Background: an optimization exercise with open tools, aiming at small area. Do not read the settings as production practice. Only simulation tests tie the RTL to the original design; equivalence was not proved. Power is estimated from default activity; no workload was simulated.

### flow/flow/run.sh
#!/bin/bash
# The standard flow (standard.sh: the standard flow's own synthesis and ORFS steps) with two
# settings passed to ORFS:
#  - the port buffers are buf_1 cells rather than the delay cells buffer_ports
#    picks by default (each port still gets its own buffer);
#  - clock tree: clkbuf_8 cells, sink clusters of at most 18 flip-flops within
#    50 um, and no dummy loads.
# The whole run's output goes to run.log; ORFS writes each step's log under
# orfs/logs/.
set -euo pipefail
bash standard.sh \
  "BUFFER_PORTS_ARGS=-buffer_cell sky130_fd_sc_hd__buf_1" \
  "CTS_ARGS=-sink_clustering_enable -repair_clock_nets -dont_use_dummy_load -buf_list sky130_fd_sc_hd__clkbuf_8 -sink_clustering_size 18 -sink_clustering_max_diameter 50" \
  finish > run.log 2>&1
### flow/design.v
`timescale 1ns/100ps
`default_nettype none
module dcache_oai22 (input logic a1, a2, b1, b2, output logic y);
    assign y = ~((a1 | a2) & (b1 | b2));
endmodule
module dcache_aoi222 (input logic a1, a2, b1, b2, c1, c2, output logic y);
    assign y = ~((a1 & a2) | (b1 & b2) | (c1 & c2));
endmodule
module dcache_or4 (input logic a, b, c, d, output logic y);
    assign y = a | b | c | d;
endmodule
module dcache_nand4 (input logic a, b, c, d, output logic y);
    assign y = ~(a & b & c & d);
endmodule
module dcache_nand3 (input logic a, b, c, output logic y);
    assign y = ~(a & b & c);
endmodule
module dcache_sel8n (
    input  logic [7:0] seln,
    input  logic [7:0] d,
    output logic       yn
);
    logic [3:0] p;
    for (genvar j = 0; j < 4; j++) begin : g_p
        dcache_oai22 u (.a1(seln[2*j]), .a2(d[2*j]), .b1(seln[2*j+1]), .b2(d[2*j+1]), .y(p[j]));
    end
    dcache_or4 u_y (.a(p[0]), .b(p[1]), .c(p[2]), .d(p[3]), .y(yn));
endmodule
module dcache_sel33 (
    input  logic [32:0] sel,
    input  logic [32:0] d,
    output logic        y
);
    logic [10:0] p;
    logic [2:0]  q;
    for (genvar j = 0; j < 11; j++) begin : g_p
        dcache_aoi222 u (.a1(sel[3*j]), .a2(d[3*j]), .b1(sel[3*j+1]), .b2(d[3*j+1]),
                         .c1(sel[3*j+2]), .c2(d[3*j+2]), .y(p[j]));
    end
    dcache_nand4 u_q0 (.a(p[0]), .b(p[1]), .c(p[2]), .d(p[3]), .y(q[0]));
    dcache_nand4 u_q1 (.a(p[4]), .b(p[5]), .c(p[6]), .d(p[7]), .y(q[1]));
    dcache_nand3 u_q2 (.a(p[8]), .b(p[9]), .c(p[10]), .y(q[2]));
    assign y = |q;
endmodule
module dcache_anyhit (
    input  logic [3:0] valid,
    input  logic [3:0] eq,
    output logic       hit
);
    assign hit = |(valid & eq);
endmodule
`default_nettype wire
`timescale 1ns/100ps
`default_nettype none
module mips_dcache (
    input  logic                      clk,
    input  logic                      rst,
    input  logic                      read_en,
    input  logic                      write_en,
    input  logic                      data_valid,
    input  logic [32-1:0] addr,
    input  logic [32-1:0] writedata,
    input  logic [32-1:0] data_in,
    input  logic [4-1:0]  byte_en,
    output logic [32-1:0] readdata,
    output logic                      stall
);
    logic [3:0]  st   [8];
    logic [26:0] tagm [32];              
    logic [31:0] datm [32];
    logic [31:0] rreg;
    logic [2:0]  s;
    logic [26:0] t;
    logic [7:0]  sd;                     
    logic [3:0]  cur;
    logic        full;
    logic [3:0]  valid;
    logic [26:0] tag_rdn [4];            
    logic [3:0]  eq;                     
    logic [3:0]  match;
    logic        hit;
    logic        fill;
    logic [1:0]  victim;
    logic [1:0]  hit_idx;
    logic [1:0]  tw;                     
    logic [31:0] wdata;
    logic [3:0]  st_next;
    assign s = addr[4:2];
    assign t = addr[31:5];
    always_comb begin
        for (int i = 0; i < 8; i++) sd[i] = (s == i);
    end
    always_comb begin
        cur = '0;
        for (int i = 0; i < 8; i++) cur = cur | ({4{sd[i]}} & st[i]);
    end
    assign full     = cur[3];
    assign valid[0] = full | cur[2] | cur[1];
    assign valid[1] = full | cur[2];
    assign valid[2] = full | (cur[2] & cur[1]);
    assign valid[3] = full;
    logic [7:0] sdn;
    assign sdn = ~sd;
    for (genvar w = 0; w < 4; w++) begin : g_tag
        for (genvar b = 0; b < 27; b++) begin : g_bit
            logic [7:0] col;
            for (genvar i = 0; i < 8; i++) begin : g_set
                assign col[i] = tagm[i*4+w][b];
            end
            dcache_sel8n u_sel (.seln(sdn), .d(col), .yn(tag_rdn[w][b]));
        end
        assign eq[w]    = (tag_rdn[w] == ~t);
        assign match[w] = valid[w] & eq[w];
    end
    assign hit     = |match;
    logic hit_st;
    dcache_anyhit u_hit_st (.valid(valid), .eq(eq), .hit(hit_st));
    assign stall   = ~hit_st & (read_en | (write_en & ~(&byte_en)));
    assign fill    = (read_en | write_en) & ~hit & (data_valid | (write_en & (&byte_en)));
    assign victim  = full ? (cur[2] ? {1'b1, cur[1]} : {1'b0, cur[0]}) : cur[2:1];
    assign hit_idx = {match[3] | match[2], match[3] | match[1]};
    assign tw      = fill ? victim : hit_idx;
    logic [3:0] fill_w;
    logic [3:0] wr_hit_w;
    always_comb begin
        for (int w = 0; w < 4; w++) begin
            fill_w[w]   = fill & (victim == w);
            wr_hit_w[w] = write_en & match[w];
        end
    end
    assign st_next[3]   = full | (fill & cur[2] & cur[1]);
    assign st_next[2:1] = full ? {~tw[1], tw[1] ? ~tw[0] : cur[1]} : (cur[2:1] + {1'b0, fill});
    assign st_next[0]   = tw[1] ? cur[0] : ~tw[0];
    always_ff @(posedge clk) begin
        for (int i = 0; i < 8; i++) begin
            if (rst) st[i] <= '0;
            else if (sd[i] & (fill | ((read_en | write_en) & hit))) st[i] <= st_next;
        end
    end
    always_comb begin
        for (int b = 0; b < 4; b++) begin
            wdata[b*8 +: 8] = (write_en & byte_en[b]) ? writedata[b*8 +: 8] : data_in[b*8 +: 8];
        end
    end
    always_ff @(posedge clk) begin
        for (int i = 0; i < 8; i++) begin
            for (int w = 0; w < 4; w++) begin
                if (sd[i] & fill_w[w]) tagm[i*4+w] <= t;
                for (int b = 0; b < 4; b++) begin
                    if (sd[i] & (fill_w[w] | (wr_hit_w[w] & byte_en[b])))
                        datm[i*4+w][b*8 +: 8] <= wdata[b*8 +: 8];
                end
            end
        end
    end
    logic [31:0] word_sel;
    always_comb begin
        for (int i = 0; i < 8; i++)
            for (int w = 0; w < 4; w++) word_sel[i*4+w] = sd[i] & match[w];
    end
    logic fill_dv;
    logic [31:0] r_in;
    assign fill_dv = fill & data_valid;
    for (genvar b = 0; b < 32; b++) begin : g_rd
        logic [32:0] col;
        for (genvar k = 0; k < 32; k++) begin : g_word
            assign col[k] = datm[k][b];
        end
        assign col[32] = data_in[b];
        dcache_sel33 u_sel (.sel({fill_dv, word_sel}), .d(col), .y(r_in[b]));
    end
    always_ff @(posedge clk) begin
        if (rst) rreg <= '0;
        else if (fill_dv | (read_en & hit)) rreg <= r_in;
    end
    assign readdata = data_valid ? data_in : rreg;
endmodule
`default_nettype wire
### flow/constraint.sdc
create_clock -name core_clock -period 7.0 [get_ports {clk}]
set_input_delay 1.4000 -clock core_clock [delete_from_list [all_inputs] [get_ports {clk}]]
set_output_delay 1.4000 -clock core_clock [all_outputs]
set_load 0.01 [all_outputs]
### flow/config.mk
export PLATFORM = sky130hd
export DESIGN_NAME = mips_dcache
export DESIGN_NICKNAME = mips_dcache
export VERILOG_FILES = /design/flow/design.v
export SDC_FILE = /design/flow/constraint.sdc
export NUM_CORES = 4
export LEC_CHECK = 0
export CAP_MARGIN = 20
export CORE_MARGIN = 2
export CORE_UTILIZATION = 65
export PLACE_DENSITY = 0.75
export SETUP_SLACK_MARGIN = 0.1
export SLEW_MARGIN = 20
export SYNTH_HIERARCHICAL = 1
export SYNTH_MINIMUM_KEEP_SIZE = 0
### flow/standard.sh
#!/bin/bash
# synth_recipe.tcl (not shown) runs the flow's synth.tcl, then flattens the netlist and writes it again
# the make line also repeats each setting of config.mk as NAME=value (left out here)
make -C /OpenROAD-flow-scripts/flow DESIGN_CONFIG=/design/flow/config.mk WORK_HOME=/design/flow/orfs CLKGATE_MAP_FILE= SYNTH_SCRIPT=/design/flow/synth_recipe.tcl "${@:-finish}"
==> impl_metrics.prom, run 1 <==
# TYPE chip_impl_metric gauge
chip_impl_info{name="result_of_the_run",value="complete, no violations"} 1
chip_impl_metric{name="crit_fanout",unit=""} 26
chip_impl_metric{name="totalNegativeSetupSlack",unit="ns"} 0
chip_impl_metric{name="die_y",unit="microns"} 334
chip_impl_metric{name="final-instance-count-excl-fill",unit=""} 5569
chip_impl_info{name="commonest_non_fill_non_tap_cell_in_the_layout",value="sky130_fd_sc_hd__edfxtp_1"} 1
chip_impl_metric{name="max-slew-margin-rel",unit="%"} 24.7
chip_impl_metric{name="areaGrowthSynthToFinish",unit="%"} 9.61
chip_impl_metric{name="synth_sequential_area_ratio",unit="%"} 82.2
chip_impl_metric{name="die_footprint",unit="sq um"} 111000
chip_impl_metric{name="clockBufferDepth",unit=""} 3
chip_impl_metric{name="final_max_slew_viol_count",unit=""} 0
chip_impl_metric{name="core-area",unit="sq um"} 107000
chip_impl_metric{name="io-pin-count",unit=""} 138
chip_impl_info{name="synth_area_leaders",value="sky130_fd_sc_hd__edfxtp_1 (80%), sky130_fd_sc_hd__a222oi_1 (5.0%), sky130_fd_sc_hd__o22ai_1 (3.8%), sky130_fd_sc_hd__dfxtp_1 (1.8%), sky130_fd_sc_hd__nor2_1 (1.2%)"} 1
chip_impl_metric{name="antenna_found_initial",unit=""} 3
chip_impl_metric{name="hold_vio_cnt_final",unit=""} 0
chip_impl_metric{name="powerDensity",unit="nW/um^2"} 245
chip_impl_info{name="grt_setup_unrepaired",value="false"} 1
chip_impl_metric{name="drt_drc_violations_left",unit=""} 0
chip_impl_info{name="min-delay-path-class",value="flop to flop"} 1
chip_impl_metric{name="critical_path_data_required_time",unit="ns"} 5.60
chip_impl_metric{name="syn-cell-area",unit="sq um"} 70600
chip_impl_metric{name="path_clk_slew",unit="ns"} 0.10
chip_impl_metric{name="finalCriticalPeriod",unit="ns"} 6.65
chip_impl_metric{name="max_freq",unit="GHz"} 0.150
chip_impl_metric{name="cts-buffers-inserted",unit=""} 141
chip_impl_metric{name="globalplace.congestion",unit=""} 0.842
chip_impl_metric{name="synth_edf_count",unit=""} 1888
chip_impl_metric{name="pin_count_of_the_biggest_net_entering_global_routing",unit=""} 58
chip_impl_metric{name="fin_nets",unit=""} 4272
chip_impl_metric{name="wire_per_inst",unit="microns"} 31.4
chip_impl_metric{name="cts_hold_buf",unit=""} 0
chip_impl_info{name="ys_dominant_reg_cell",value="sky130_fd_sc_hd__edfxtp_1"} 1
chip_impl_metric{name="drive_above_1_share",unit="%"} 14.6
chip_impl_metric{name="fill_cells",unit=""} 6337
chip_impl_metric{name="asr_flop_ratio_synth",unit="%"} 0
chip_impl_metric{name="synth.avg_cell_area",unit="sq um"} 19.1
chip_impl_metric{name="yosysWarningCount",unit=""} 14
chip_impl_metric{name="initial_core_util",unit="%"} 65.7
chip_impl_metric{name="floorplan.die.width",unit="microns"} 334
chip_impl_metric{name="htree_levels",unit=""} 4
chip_impl_info{name="worstSetupStartpointType",value="input pin"} 1
chip_impl_metric{name="worst_clock_skew",unit="ns"} 0.0869
chip_impl_metric{name="ant_nets",unit=""} 0
chip_impl_metric{name="report.final.setup_viol",unit=""} 0
chip_impl_metric{name="totalWireLength",unit="microns"} 175000
chip_impl_info{name="crit_type",value="input pin to primary output"} 1
chip_impl_info{name="worstSetupEndpointType",value="primary output"} 1
chip_impl_metric{name="grt_pass1_wl",unit="microns"} 253000
chip_impl_metric{name="first_global_vias",unit=""} 39200
chip_impl_metric{name="via_per_inst",unit=""} 7.18
chip_impl_metric{name="yosys.area.top_type_share",unit="%"} 80.3
chip_impl_metric{name="ir_drop",unit="mV"} 0.250
chip_impl_metric{name="placement.io_buffers",unit=""} 135
chip_impl_info{name="tritoncts_clock_tree",value="built"} 1
chip_impl_metric{name="groute.usage.overall",unit="%"} 31.2
chip_impl_metric{name="vias",unit=""} 40000
chip_impl_metric{name="dr.pass1.iters",unit=""} 9
chip_impl_metric{name="mappedNetlistNets",unit=""} 3796
chip_impl_metric{name="dp.cells",unit=""} 5426
chip_impl_metric{name="leakagePower",unit="nW"} 24.2
chip_impl_metric{name="clock_insertion_delay_worst_skew",unit="ns"} 0.89
chip_impl_metric{name="actual_slew_at_the_worst_max_slew_pin",unit="ns"} 1.13
chip_impl_metric{name="drt_iter0_drc",unit=""} 6463
chip_impl_metric{name="timing.final.crit_share",unit="%"} 95.0
chip_impl_info{name="most-common-layout-cells",value="sky130_fd_sc_hd__edfxtp_1 (1,888), sky130_fd_sc_hd__o22ai_1 (432), sky130_fd_sc_hd__a222oi_1 (352), sky130_fd_sc_hd__buf_4 (218), sky130_fd_sc_hd__nor2_1 (157)"} 1
chip_impl_metric{name="rows",unit=""} 120
chip_impl_metric{name="clock_sink_count",unit=""} 1952
chip_impl_metric{name="yosys_register_bits",unit=""} 1952
chip_impl_metric{name="syn_inst",unit=""} 3690
chip_impl_info{name="yosysTopAreaCell",value="sky130_fd_sc_hd__edfxtp_1"} 1
chip_impl_metric{name="detailed_place_hpwl",unit="microns"} 106000
chip_impl_metric{name="synthDistinctLibCells",unit=""} 59
chip_impl_metric{name="worst_ep_arrival_time",unit="ns"} 5.25
chip_impl_metric{name="maxCapViolCount",unit=""} 0
chip_impl_info{name="cts-root-buf",value="sky130_fd_sc_hd__clkbuf_8"} 1
chip_impl_metric{name="grt_remaining_overflow",unit=""} 0
[Yosys stat by module (local to each module, per instance), a selection]
module | cells inside | cell area [sq um] | copies in the design | flops+latches
dcache_nand4 | 1 | 6.26 | 64 | 0
dcache_nand3 | 1 | 5.00 | 32 | 0
dcache_sel33 | 1 | 6.26 | 32 | 0
dcache_aoi222 | 1 | 10.0 | 352 | 0
dcache_or4 | 1 | 7.51 | 108 | 0
mips_dcache | 2667 | 62800 | 1 | 1952
dcache_oai22 | 1 | 6.26 | 432 | 0
dcache_anyhit | 3 | 18.8 | 1 | 0
[logic make-up (layout without fill, tap and decap cells)]
family	Yosys count	count (layout)	share of synthesized area [%]
buffers and inverters	74	548	0.491
adders and majority gates	1	1	0.0177
other	0	2	0
and+or+nand+nor	571	571	4.37
xor gates and xnor gates	109	109	1.35
AOI/OAI and AO/OA	868	868	9.75
DFF	1952	1952	82.2
muxes	115	115	1.87
[critical path: stages]
cell and delay (ns):
sky130_fd_sc_hd__buf_1 0.39, sky130_fd_sc_hd__inv_2 0.22, sky130_fd_sc_hd__nor3_1 0.53, sky130_fd_sc_hd__inv_6 0.24, sky130_fd_sc_hd__buf_12 0.25, sky130_fd_sc_hd__buf_4 0.19
sky130_fd_sc_hd__o22ai_1 0.23, sky130_fd_sc_hd__or4_1 0.17, sky130_fd_sc_hd__xor2_1 0.14, sky130_fd_sc_hd__nand4_1 0.22, sky130_fd_sc_hd__nor4_1 0.32, sky130_fd_sc_hd__buf_4 0.18
sky130_fd_sc_hd__and3_1 0.17, sky130_fd_sc_hd__a22oi_1 0.09, sky130_fd_sc_hd__nand2_1 0.16, sky130_fd_sc_hd__nor2_2 0.13, sky130_fd_sc_hd__buf_1 0.15
[state kept, by name, summed over array words and instances, names as in the netlist]
signal,cells
tagm,864
st,32
datm,1024
rreg,32
[through the flow]
| stage | instance area, sq um | power (mW) | util, % | hold slack, ns | worst slack (ns) |
|---|---|---|---|---|---|
| 2_1_floorplan | 70600 | 13.6 | - | 0.435 | 0.249 |
| 3_3_place_gp | 75400 | 14.1 | 70.2 | 0.443 | 0.213 |
| 3_5_place_dp | 75400 | 14.1 | 70.2 | 0.453 | 0.158 |
| 4_1_cts | 77300 | 18.9 | 72.0 | 0.466 | 0.417 |
| 5_1_grt | 77400 | 19.4 | 72.1 | 0.491 | 0.157 |
| 6_report | 77400 | 18.9 | 72.1 | 0.470 | 0.352 |
[report_power, final]
group | switching [mW] | internal, mW | leakage (nW)
Sequential | 0.0202 | 12.9 | 17.5
Clock | 3.26 | 1.81 | 1.01
Combinational | 0.662 | 0.258 | 5.64
[per-layer routing]
| metal | up-vias | GRT usage (%) | part of all wire, % |
|---|---|---|---|
| met4 | 2 | 10.6 | 3.1 |
| met5 | - | 0 | 0.0063 |
| li1 | 17000 | - | - |
| met3 | 328 | 5.11 | 11 |
| met1 | 20100 | 42.5 | 36 |
| met2 | 2581 | 52.1 | 50 |
[synth_stat cells, drive strengths merged, types with 7 or more instances]
cell type	n
a21boi	12
a21oi	28
a222oi	352
a311oi	24
and3	7
buf	25
clkbuf	33
clkinv	9
dfxtp	64
edfxtp	1888
inv	7
mux2	65
mux2i	44
nand2	25
nand3	40
nand4	88
nor2	238
nor4	10
o22ai	432
or3	32
or4	109
xnor2	31
xor2	78
[area by class of cell]
cell class	instances	area (sq um)	share of cell area, %
Antenna cell	2	5.00	0.00647
Clock buffer	141	1940	2.51
Inverter	16	100	0.129
Multi-Input combinational cell	1664	12600	16.3
Sequential cell	1952	58000	74.9
Tap cell	1403	1760	2.27
Timing Repair Buffer	391	2940	3.80
[repair_timing]
action                                  in CTS  in global routing
endpoints found under the setup margin       0                  1
resized for setup                            0                  1
setup buffers                                0                  0
[worst paths after layout]
path	start	endpoint	slack, ns	cells past startpoint
setup reg to reg	tagm[8][23]$_DFFE_PP_	datm[29][26]$_DFFE_PP_	2.46	10
hold reg to reg	st[4][1]$_SDFFE_PP0P_	st[4][1]$_SDFFE_PP0P_	0.47	2
setup / recovery	addr[4]	stall	0.35	17
hold / removal	st[4][1]$_SDFFE_PP0P_	st[4][1]$_SDFFE_PP0P_	0.47	2
==> run 2, diff against run 1 <==
--- a/flow/design.v
+++ b/flow/design.v
@@ -41,6 +41,14 @@
     dcache_nand4 u_q1 (.a(p[4]), .b(p[5]), .c(p[6]), .d(p[7]), .y(q[1]));
     dcache_nand3 u_q2 (.a(p[8]), .b(p[9]), .c(p[10]), .y(q[2]));
     assign y = |q;
+endmodule
+module dcache_dec8n (
+    input  logic [2:0] s,
+    output logic [7:0] yn
+);
+    always_comb begin
+        for (int i = 0; i < 8; i++) yn[i] = (s != i);
+    end
 endmodule
 module dcache_anyhit (
     input  logic [3:0] valid,
@@ -99,15 +107,15 @@
     assign valid[1] = full | cur[2];
     assign valid[2] = full | (cur[2] & cur[1]);
     assign valid[3] = full;
-    logic [7:0] sdn;
-    assign sdn = ~sd;
     for (genvar w = 0; w < 4; w++) begin : g_tag
+        logic [7:0] sdn_w;
+        dcache_dec8n u_dec (.s(s), .yn(sdn_w));
         for (genvar b = 0; b < 27; b++) begin : g_bit
             logic [7:0] col;
             for (genvar i = 0; i < 8; i++) begin : g_set
                 assign col[i] = tagm[i*4+w][b];
             end
-            dcache_sel8n u_sel (.seln(sdn), .d(col), .yn(tag_rdn[w][b]));
+            dcache_sel8n u_sel (.seln(sdn_w), .d(col), .yn(tag_rdn[w][b]));
         end
         assign eq[w]    = (tag_rdn[w] == ~t);
         assign match[w] = valid[w] & eq[w];
==> run 2 against run 1 <==
Combinational power fell by 1%; setup slack improved by 0.13 ns; maximum frequency up 2.0%; synthesized area barely moved; total power up 0.15%; first-iteration DRC count is 3.5% higher; die area barely moved; final area decreased by 0.76%; wire length increased by 0.93%; hold slack worse by 0.0033 ns; synthesized cell count up 0.62%; final cell count fell by 0.54%.
==> impl_metrics.prom, run 2 <==
# TYPE chip_impl_metric gauge
chip_impl_info{name="result_of_the_run",value="complete, no violations"} 1
chip_impl_metric{name="via_per_inst",unit=""} 7.25
chip_impl_info{name="max_flop_register",value="datm"} 1
chip_impl_metric{name="grt_pass1_wl",unit="microns"} 254000
chip_impl_metric{name="initial_core_util",unit="%"} 65.8
chip_impl_metric{name="groute.usage.overall",unit="%"} 31.5
chip_impl_info{name="worstSetupStartpointType",value="input pin"} 1
chip_impl_metric{name="final.hold.worst_slack",unit="ns"} 0.467
chip_impl_metric{name="synthDistinctLibCells",unit=""} 49
chip_impl_metric{name="syn-cell-area",unit="sq um"} 70600
chip_impl_metric{name="report.final.setup_viol",unit=""} 0
chip_impl_metric{name="power.total",unit="mW"} 19.0
chip_impl_metric{name="die_footprint",unit="sq um"} 111000
chip_impl_metric{name="clock_insertion_delay_worst_skew",unit="ns"} 0.88
chip_impl_metric{name="final_max_slew_viol_count",unit=""} 0
chip_impl_metric{name="io-pin-count",unit=""} 138
chip_impl_metric{name="path_clk_slew",unit="ns"} 0.08
chip_impl_metric{name="max-slew-margin-rel",unit="%"} 20.9
chip_impl_metric{name="ant_nets",unit=""} 0
chip_impl_metric{name="route.met2.wl",unit="microns"} 85700
chip_impl_info{name="min-delay-path-class",value="flop to flop"} 1
chip_impl_info{name="grt_setup_unrepaired",value="false"} 1
chip_impl_metric{name="rows",unit=""} 120
chip_impl_metric{name="hold_vio_cnt_final",unit=""} 0
chip_impl_metric{name="layout.core_utilization",unit="%"} 71.5
chip_impl_info{name="netlist_top_cells_count",value="sky130_fd_sc_hd__edfxtp_1 (1,888), sky130_fd_sc_hd__o22ai_1 (432), sky130_fd_sc_hd__a222oi_1 (352)"} 1
chip_impl_metric{name="floorplan.die.width",unit="microns"} 334
chip_impl_info{name="largest_registers_in_the_final_layout",value="datm (1024), tagm (864)"} 1
chip_impl_metric{name="totalNegativeSetupSlack",unit="ns"} 0
chip_impl_metric{name="crit_fanout",unit=""} 26
chip_impl_metric{name="drive_above_1_share",unit="%"} 12.4
chip_impl_metric{name="asr_flop_ratio_synth",unit="%"} 0
chip_impl_info{name="cts-root-buf",value="sky130_fd_sc_hd__clkbuf_8"} 1
chip_impl_metric{name="yosysWarningCount",unit=""} 15
chip_impl_metric{name="htree_levels",unit=""} 4
chip_impl_metric{name="dr.pass1.iters",unit=""} 7
chip_impl_metric{name="leakagePower",unit="nW"} 23.7
chip_impl_metric{name="synth.avg_cell_area",unit="sq um"} 19.0
chip_impl_metric{name="clock_sink_count",unit=""} 1952
chip_impl_metric{name="mappedNetlistNets",unit=""} 3819
chip_impl_metric{name="core-area",unit="sq um"} 107000
chip_impl_metric{name="die_y",unit="microns"} 334
chip_impl_metric{name="drt_iter0_drc",unit=""} 6691
chip_impl_metric{name="pin_count_of_the_biggest_net_entering_global_routing",unit=""} 50
chip_impl_info{name="commonest_non_fill_non_tap_cell_in_the_layout",value="sky130_fd_sc_hd__edfxtp_1"} 1
chip_impl_metric{name="largest_reg_flops",unit=""} 1024
chip_impl_metric{name="finalCriticalPeriod",unit="ns"} 6.52
chip_impl_metric{name="worst_ep_arrival_time",unit="ns"} 5.12
chip_impl_metric{name="yosys_register_bits",unit=""} 1952
chip_impl_info{name="ys_dominant_reg_cell",value="sky130_fd_sc_hd__edfxtp_1"} 1
chip_impl_metric{name="ir_drop",unit="mV"} 0.234
chip_impl_metric{name="timing.final.crit_share",unit="%"} 93.1
chip_impl_info{name="most-common-layout-cells",value="sky130_fd_sc_hd__edfxtp_1 (1,888), sky130_fd_sc_hd__o22ai_1 (432), sky130_fd_sc_hd__a222oi_1 (352), sky130_fd_sc_hd__nor2_1 (190), sky130_fd_sc_hd__buf_4 (157)"} 1
chip_impl_info{name="synth_area_leaders",value="sky130_fd_sc_hd__edfxtp_1 (80%), sky130_fd_sc_hd__a222oi_1 (5.0%), sky130_fd_sc_hd__o22ai_1 (3.8%), sky130_fd_sc_hd__dfxtp_1 (1.8%), sky130_fd_sc_hd__nor2_1 (1.4%)"} 1
chip_impl_info{name="topRoutingLayerUsed",value="met5"} 1
chip_impl_metric{name="maxCapViolCount",unit=""} 0
chip_impl_metric{name="synth_edf_count",unit=""} 1888
chip_impl_metric{name="globalplace.congestion",unit=""} 0.861
chip_impl_metric{name="detailedPlace.worstSlack",unit="ns"} 0.280
chip_impl_metric{name="yosys.area.top_type_share",unit="%"} 80.3
chip_impl_metric{name="detailed_place_hpwl",unit="microns"} 107000
chip_impl_metric{name="post_dp_cell_area",unit="sq um"} 74700
chip_impl_metric{name="max_freq",unit="GHz"} 0.153
chip_impl_metric{name="actual_slew_at_the_worst_max_slew_pin",unit="ns"} 1.18
chip_impl_metric{name="antenna_found_initial",unit=""} 10
chip_impl_metric{name="cts.repair_timing.setup_buffer_count",unit=""} 0
chip_impl_metric{name="powerDensity",unit="nW/um^2"} 247
chip_impl_metric{name="final_area",unit="sq um"} 76800
chip_impl_metric{name="critical_path_data_required_time",unit="ns"} 5.60
chip_impl_metric{name="routedLengthMet1",unit="microns"} 64300
chip_impl_info{name="yosysTopAreaCell",value="sky130_fd_sc_hd__edfxtp_1"} 1
chip_impl_metric{name="dp.cells",unit=""} 5387
chip_impl_metric{name="cts_hold_buf",unit=""} 0
chip_impl_metric{name="wire_per_inst",unit="microns"} 31.9
chip_impl_info{name="crit_type",value="input pin to primary output"} 1
chip_impl_info{name="tritoncts_clock_tree",value="built"} 1
chip_impl_metric{name="drt_drc_violations_left",unit=""} 0
chip_impl_metric{name="vias",unit=""} 40200
chip_impl_metric{name="totalWireLength",unit="microns"} 177000
chip_impl_metric{name="setup_ws",unit="ns"} 0.481
chip_impl_metric{name="worst_clock_skew",unit="ns"} 0.0900
chip_impl_metric{name="cts-buffers-inserted",unit=""} 146
chip_impl_metric{name="fin_nets",unit=""} 4238
chip_impl_info{name="synthMostInstantiatedCell",value="sky130_fd_sc_hd__edfxtp_1"} 1
chip_impl_metric{name="cts_repair_resize_count",unit=""} 0
chip_impl_metric{name="areaGrowthSynthToFinish",unit="%"} 8.70
chip_impl_metric{name="synth_sequential_area_ratio",unit="%"} 82.1
chip_impl_metric{name="clockBufferDepth",unit=""} 3
chip_impl_metric{name="final-instance-count-excl-fill",unit=""} 5539
chip_impl_metric{name="placement.io_buffers",unit=""} 135
chip_impl_info{name="worstSetupEndpointType",value="primary output"} 1
chip_impl_metric{name="grt_remaining_overflow",unit=""} 0
chip_impl_metric{name="first_global_vias",unit=""} 38800
chip_impl_metric{name="met3_wirelength",unit="microns"} 21000
chip_impl_metric{name="syn_inst",unit=""} 3713
## run 2: cell count changes in the layout (fill, tap and decap cells not counted), moves of 16 or more
| cell | before | now |
|---|---|---|
| sky130_fd_sc_hd__xor2_1 | 78 | 57 |
| sky130_fd_sc_hd__buf_4 | 218 | 157 |
| sky130_fd_sc_hd__xnor2_1 | 31 | 52 |
| sky130_fd_sc_hd__a311oi_1 | 24 | 0 |
| sky130_fd_sc_hd__nor2_1 | 157 | 190 |
| sky130_fd_sc_hd__a211oi_1 | 0 | 16 |
## run 2: worst paths after layout
kind	to	cells after the start	start	slack, ns
setup / recovery	stall	13	addr[3]	0.48
hold / removal	st[0][1]$_SDFFE_PP0P_	2	st[0][1]$_SDFFE_PP0P_	0.47
setup reg to reg	rreg[17]$_SDFFE_PP0P_	14	tagm[14][23]$_DFFE_PP_	2.27
hold reg to reg	st[0][1]$_SDFFE_PP0P_	2	st[0][1]$_SDFFE_PP0P_	0.47
## run 2: kinds of logic (layout without fill, tap and decap cells)
group                    after synthesis  after routing  synth area share, %
AO/OA/AOI/OAI                        850            850                 9.43
XOR/XNOR                             109            109                 1.35
adder cells (fa/ha/maj)                1              1               0.0177
buffers and inverters                 50            467                0.312
flip-flops                          1952           1952                 82.1
multiplexers                         125            125                 2.01
other                                  0              6                    0
AND/OR/NAND/NOR                      626            626                 4.78
## run 2: routing by layer
metal	global-route usage (%)	up-vias
met5	0	-
met2	50.6	2666
li1	-	17000
met4	10.9	8
met1	43.4	20200
met3	6.96	315
## run 2: power breakdown
| group | internal (mW) | leakage [nW] | switching [mW] |
|---|---|---|---|
| Sequential | 12.9 | 17.5 | 0.0167 |
| Clock | 1.87 | 1.05 | 3.26 |
| Combinational | 0.247 | 5.13 | 0.660 |
| Total | 15.0 | 23.7 | 3.94 |
## run 2: final cells by class
class / count / area, sq um
Antenna cell: 6 / 15.0
Inverter: 6 / 22.5
Multi-Input combinational cell: 1711 / 12800
Fill cell: 6453 / 30600
Sequential cell: 1952 / 58000
Tap cell: 1403 / 1760
Clock buffer: 146 / 2010
Timing Repair Buffer: 315 / 2190
## run 2: modules after synthesis (local to each module, per instance), excerpt
| module | flip-flops and latches | copies in the design | cells |
|---|---|---|---|
| dcache_or4 | 0 | 108 | 1 |
| dcache_oai22 | 0 | 432 | 1 |
| dcache_dec8n | 0 | 4 | 8 |
| dcache_nand4 | 0 | 64 | 1 |
| dcache_nand3 | 0 | 32 | 1 |
| mips_dcache | 1952 | 1 | 2658 |
| dcache_sel33 | 0 | 32 | 1 |
| dcache_anyhit | 0 | 1 | 3 |
| dcache_aoi222 | 0 | 352 | 1 |
## run 2: worst max-delay path, cell delays in order
cell and delay, ns:
sky130_fd_sc_hd__clkbuf_2 0.45, sky130_fd_sc_hd__or3b_1 0.64, sky130_fd_sc_hd__buf_4 0.26, sky130_fd_sc_hd__o22ai_1 0.08, sky130_fd_sc_hd__or4_1 0.45, sky130_fd_sc_hd__xnor2_1 0.17
sky130_fd_sc_hd__nor4_1 0.63, sky130_fd_sc_hd__and4_1 0.36, sky130_fd_sc_hd__and2_1 0.19, sky130_fd_sc_hd__a22oi_1 0.10, sky130_fd_sc_hd__nand2_1 0.07, sky130_fd_sc_hd__nor2_1 0.12
sky130_fd_sc_hd__buf_1 0.16
==> run 3, diff against run 2 <==
--- a/flow/config.mk
+++ b/flow/config.mk
@@ -9,7 +9,7 @@
 export CORE_MARGIN = 2
 export CORE_UTILIZATION = 65
 export PLACE_DENSITY = 0.75
-export SETUP_SLACK_MARGIN = 0.1
+export SETUP_SLACK_MARGIN = 0.05
 export SLEW_MARGIN = 20
 export SYNTH_HIERARCHICAL = 1
 export SYNTH_MINIMUM_KEEP_SIZE = 0
==> run 3 against run 2 <==
Still clean on timing, DRC and antenna; critical path depth did not move; flip-flop and latch count did not move; total power did not move; clock skew did not move; via count did not move; clock power barely moved; sequential share of layout area did not move; synthesized area did not move; critical endpoint unchanged; highest routed layer unchanged.
==> impl_metrics.prom, run 3 <==
# TYPE chip_impl_metric gauge
chip_impl_metric{name="rows",unit=""} 120
chip_impl_metric{name="syn-cell-area",unit="sq um"} 70600
chip_impl_info{name="largest_registers_in_the_final_layout",value="datm (1024), tagm (864)"} 1
chip_impl_metric{name="crit_fanout",unit=""} 26
chip_impl_metric{name="wire_per_inst",unit="microns"} 31.9
chip_impl_metric{name="cts_hold_buf",unit=""} 0
chip_impl_metric{name="final.hold.worst_slack",unit="ns"} 0.467
chip_impl_metric{name="ant_nets",unit=""} 0
chip_impl_metric{name="drt_drc_violations_left",unit=""} 0
chip_impl_metric{name="final_max_slew_viol_count",unit=""} 0
chip_impl_info{name="result_of_the_run",value="complete, no violations"} 1
chip_impl_metric{name="powerDensity",unit="nW/um^2"} 247
chip_impl_metric{name="pin_count_of_the_biggest_net_entering_global_routing",unit=""} 50
chip_impl_metric{name="fin_nets",unit=""} 4238
chip_impl_metric{name="grt_remaining_overflow",unit=""} 0
chip_impl_metric{name="cellInternalPower",unit="mW"} 15.0
chip_impl_metric{name="maxCapViolCount",unit=""} 0
chip_impl_metric{name="synth.avg_cell_area",unit="sq um"} 19.0
chip_impl_metric{name="actual_slew_at_the_worst_max_slew_pin",unit="ns"} 1.18
chip_impl_info{name="worstSetupStartpointType",value="input pin"} 1
chip_impl_metric{name="use_met1",unit="%"} 43.4
chip_impl_metric{name="clock_insertion_delay_worst_skew",unit="ns"} 0.88
chip_impl_metric{name="ir_drop",unit="mV"} 0.234
chip_impl_metric{name="cts-buffers-inserted",unit=""} 146
chip_impl_metric{name="power.share.sequential",unit="%"} 68.2
chip_impl_metric{name="multi_input_gate_area",unit="sq um"} 12800
chip_impl_metric{name="largest_reg_flops",unit=""} 1024
chip_impl_info{name="netlist_top_cells_count",value="sky130_fd_sc_hd__edfxtp_1 (1,888), sky130_fd_sc_hd__o22ai_1 (432), sky130_fd_sc_hd__a222oi_1 (352)"} 1
chip_impl_info{name="crit_type",value="input pin to primary output"} 1
chip_impl_metric{name="yosys.area.top_type_share",unit="%"} 80.3
chip_impl_metric{name="worst_clock_skew",unit="ns"} 0.0900
chip_impl_metric{name="yosysWarningCount",unit=""} 15
chip_impl_metric{name="mappedNetlistNets",unit=""} 3819
chip_impl_metric{name="dr.pass1.iters",unit=""} 7
chip_impl_metric{name="io-pin-count",unit=""} 138
chip_impl_metric{name="grt_util_met3",unit="%"} 6.96
chip_impl_metric{name="yosys_register_bits",unit=""} 1952
chip_impl_info{name="synth_area_leaders",value="sky130_fd_sc_hd__edfxtp_1 (80%), sky130_fd_sc_hd__a222oi_1 (5.0%), sky130_fd_sc_hd__o22ai_1 (3.8%), sky130_fd_sc_hd__dfxtp_1 (1.8%), sky130_fd_sc_hd__nor2_1 (1.4%)"} 1
chip_impl_info{name="grt_setup_unrepaired",value="false"} 1
chip_impl_info{name="reg2reg_from",value="tagm[14][23]$_DFFE_PP_"} 1
chip_impl_info{name="cts-root-buf",value="sky130_fd_sc_hd__clkbuf_8"} 1
chip_impl_metric{name="first_global_vias",unit=""} 38800
chip_impl_metric{name="cts_repair_resize_count",unit=""} 0
chip_impl_info{name="commonest_non_fill_non_tap_cell_in_the_layout",value="sky130_fd_sc_hd__edfxtp_1"} 1
chip_impl_metric{name="leakagePower",unit="nW"} 23.7
chip_impl_metric{name="p_comb_share",unit="%"} 4.8
chip_impl_metric{name="path_clk_slew",unit="ns"} 0.08
chip_impl_metric{name="initial_core_util",unit="%"} 65.8
chip_impl_metric{name="max-slew-margin-rel",unit="%"} 20.9
chip_impl_metric{name="critical_path_data_required_time",unit="ns"} 5.60
chip_impl_metric{name="setup_ws",unit="ns"} 0.481
chip_impl_metric{name="drt_iter0_drc",unit=""} 6691
chip_impl_metric{name="via_per_inst",unit=""} 7.25
chip_impl_info{name="worstReg2RegEnd",value="rreg[17]$_SDFFE_PP0P_"} 1
chip_impl_info{name="worstSetupEndpointType",value="primary output"} 1
chip_impl_metric{name="clock_sink_count",unit=""} 1952
chip_impl_metric{name="globalplace.congestion",unit=""} 0.861
chip_impl_info{name="whs_endpoint",value="st[0][1]$_SDFFE_PP0P_"} 1
chip_impl_metric{name="antenna_found_initial",unit=""} 10
chip_impl_metric{name="grt_pass1_wl",unit="microns"} 254000
chip_impl_info{name="most-common-layout-cells",value="sky130_fd_sc_hd__edfxtp_1 (1,888), sky130_fd_sc_hd__o22ai_1 (432), sky130_fd_sc_hd__a222oi_1 (352), sky130_fd_sc_hd__nor2_1 (190), sky130_fd_sc_hd__buf_4 (157)"} 1
chip_impl_info{name="min-delay-start",value="st[0][1]$_SDFFE_PP0P_"} 1
chip_impl_info{name="synthMostInstantiatedCell",value="sky130_fd_sc_hd__edfxtp_1"} 1
chip_impl_info{name="yosysTopAreaCell",value="sky130_fd_sc_hd__edfxtp_1"} 1
chip_impl_metric{name="use_met2",unit="%"} 50.6
chip_impl_info{name="tritoncts_clock_tree",value="built"} 1
chip_impl_metric{name="reg2reg_slack",unit="ns"} 2.27
chip_impl_metric{name="timing.final.crit_share",unit="%"} 93.1
chip_impl_metric{name="final_area",unit="sq um"} 76800
chip_impl_metric{name="vias",unit=""} 40200
chip_impl_metric{name="power.switching_fraction",unit="%"} 20.8
chip_impl_metric{name="die_y",unit="microns"} 334
chip_impl_metric{name="areaGrowthSynthToFinish",unit="%"} 8.70
chip_impl_metric{name="placement.io_buffers",unit=""} 135
chip_impl_metric{name="groute.usage.overall",unit="%"} 31.5
chip_impl_metric{name="worst_ep_arrival_time",unit="ns"} 5.12
chip_impl_info{name="grt_most_used_layer",value="met2"} 1
chip_impl_metric{name="detailedPlace.worstSlack",unit="ns"} 0.280
chip_impl_metric{name="totalWireLength",unit="microns"} 177000
chip_impl_metric{name="worst_hold_path.num_cells",unit=""} 2
chip_impl_metric{name="post_dp_cell_area",unit="sq um"} 74700
chip_impl_info{name="min-delay-path-class",value="flop to flop"} 1
chip_impl_metric{name="core-area",unit="sq um"} 107000
chip_impl_metric{name="totalNegativeSetupSlack",unit="ns"} 0
chip_impl_metric{name="detailed_place_hpwl",unit="microns"} 107000
chip_impl_metric{name="drive_above_1_share",unit="%"} 12.4
chip_impl_metric{name="asr_flop_ratio_synth",unit="%"} 0
chip_impl_metric{name="power_switching",unit="mW"} 3.94
chip_impl_metric{name="synthDistinctLibCells",unit=""} 49
chip_impl_info{name="ys_dominant_reg_cell",value="sky130_fd_sc_hd__edfxtp_1"} 1
chip_impl_metric{name="total_area_of_sequential_cells",unit="sq um"} 58000
chip_impl_metric{name="rr_worst_depth",unit=""} 14
chip_impl_metric{name="cts.repair_timing.setup_buffer_count",unit=""} 0
chip_impl_metric{name="max_freq",unit="GHz"} 0.153
chip_impl_metric{name="htree_levels",unit=""} 4
chip_impl_metric{name="clockBufferDepth",unit=""} 3
chip_impl_metric{name="report.final.setup_viol",unit=""} 0
chip_impl_metric{name="synth_sequential_area_ratio",unit="%"} 82.1
chip_impl_metric{name="power_frac_clock",unit="%"} 27.1
chip_impl_metric{name="syn_inst",unit=""} 3713
chip_impl_info{name="max_flop_register",value="datm"} 1
chip_impl_metric{name="fill_cells",unit=""} 6453
chip_impl_metric{name="floorplan.die.width",unit="microns"} 334
chip_impl_metric{name="finalCriticalPeriod",unit="ns"} 6.52
chip_impl_metric{name="hold_vio_cnt_final",unit=""} 0
chip_impl_metric{name="power.total",unit="mW"} 19.0
chip_impl_metric{name="synth_edf_count",unit=""} 1888
chip_impl_metric{name="die_footprint",unit="sq um"} 111000
## run 3: cell counts after synthesis
No cell type changed its count.
## run 3: cell type report
class,count,area share [%]
Timing Repair Buffer,315,2.85
Sequential cell,1952,75.5
Multi-Input combinational cell,1711,16.7
Inverter,6,0.0293
Tap cell,1403,2.29
Clock buffer,146,2.62
Antenna cell,6,0.0196
## run 3: kinds of logic (layout without fill, tap and decap cells)
kind of cell | Yosys count | count (layout) | synth area share [%]
flops | 1952 | 1952 | 82.1
compound gates | 850 | 850 | 9.43
simple gates | 626 | 626 | 4.78
mux | 125 | 125 | 2.01
xor+xnor | 109 | 109 | 1.35
buf+inv | 50 | 467 | 0.312
fa+ha+maj | 1 | 1 | 0.0177
other cells | 0 | 6 | 0
## run 3: Yosys stat by module, one instance, submodules excluded, a selection
module,cells inside,flip-flops and latches,times used
mips_dcache,2658,1952,1
dcache_dec8n,8,0,4
dcache_anyhit,3,0,1
dcache_aoi222,1,0,352
dcache_or4,1,0,108
dcache_nand4,1,0,64
dcache_oai22,1,0,432
dcache_sel33,1,0,32
dcache_nand3,1,0,32
## run 3: worst max-delay path: stages
cell                       delay [ns]
sky130_fd_sc_hd__clkbuf_2        0.45
sky130_fd_sc_hd__or3b_1          0.64
sky130_fd_sc_hd__buf_4           0.26
sky130_fd_sc_hd__o22ai_1         0.08
sky130_fd_sc_hd__or4_1           0.45
sky130_fd_sc_hd__xnor2_1         0.17
sky130_fd_sc_hd__nor4_1          0.63
sky130_fd_sc_hd__and4_1          0.36
sky130_fd_sc_hd__and2_1          0.19
sky130_fd_sc_hd__a22oi_1         0.10
sky130_fd_sc_hd__nand2_1         0.07
sky130_fd_sc_hd__nor2_1          0.12
sky130_fd_sc_hd__buf_1           0.16
## run 3: metrics by stage
step / util (%) / instances
after detailed placement: 69.6 / 5387
final: 71.5 / 5539
after global placement: 69.6 / 5387
after floorplan: - / 3713
after CTS: 71.5 / 5533
after global routing: 71.5 / 5537
## run 3: worst max path at each step
stage	cells past startpoint	from	slack [ns]	endpoint
global placement	17	addr[4]	0.37	rreg[3]$_SDFFE_PP0P_
floorplan	14	addr[3]	1.22	rreg[0]$_SDFFE_PP0P_
finish	13	addr[3]	0.48	stall
global route	13	addr[3]	0.29	stall
CTS	13	addr[3]	0.54	stall
detailed placement	17	addr[3]	0.28	rreg[3]$_SDFFE_PP0P_
## run 3: metal layers
| metal | part of all wire [%] | wire [microns] | up-vias |
|---|---|---|---|
| met5 | 0.018 | 32 | - |
| met4 | 3.1 | 5470 | 8 |
| met3 | 12 | 21000 | 315 |
| met2 | 49 | 85700 | 2666 |
| met1 | 36 | 64300 | 20200 |
| li1 | - | - | 17000 |
## run 3: power by group through the flow
stage / combinational, mW / clock [mW] / sequential, mW
global route: 0.955 / 5.53 / 12.9
finish: 0.907 / 5.13 / 12.9
floorplan: 0.427 / 0 / 13.2
CTS: 0.891 / 5.18 / 12.9
global placement: 0.862 / 0 / 13.2
detailed placement: 0.889 / 0 / 13.2

==> afterwards: timing with drivers on the ports <==
The results above use ideal ports. As a check the final layouts listed here were re-extracted and re-timed, cells and wires unchanged.
Step 1 (the two cells are an assumption about what drives the block):
set clk [get_ports {clk}]
set_driving_cell -lib_cell sky130_fd_sc_hd__clkbuf_16 $clk
set_driving_cell -lib_cell sky130_fd_sc_hd__buf_2 [delete_from_list [all_inputs] $clk]
Step 2 moves the port delays by t, midway between the first and last clock arrival at a register: inputs arrive t later, outputs are due t later. That takes back most of the time a late clock gives input paths.
Three values: ideal, step 1, step 2; two values: the first two.
| run | t (ns) | setup slack, ns | latest minus earliest clock arrival (ns) |
|---|---|---|---|
| run 1 | 0.917 | 0.352 / 0.315 / 0.021 | 0.087 / 0.087 |
| run 2 | 0.907 | 0.481 / 0.414 / 0.118 | 0.090 / 0.090 |
| run 3 | 0.907 | 0.481 / 0.414 / 0.118 | 0.090 / 0.090 |
After both steps every run listed still meets setup and hold.
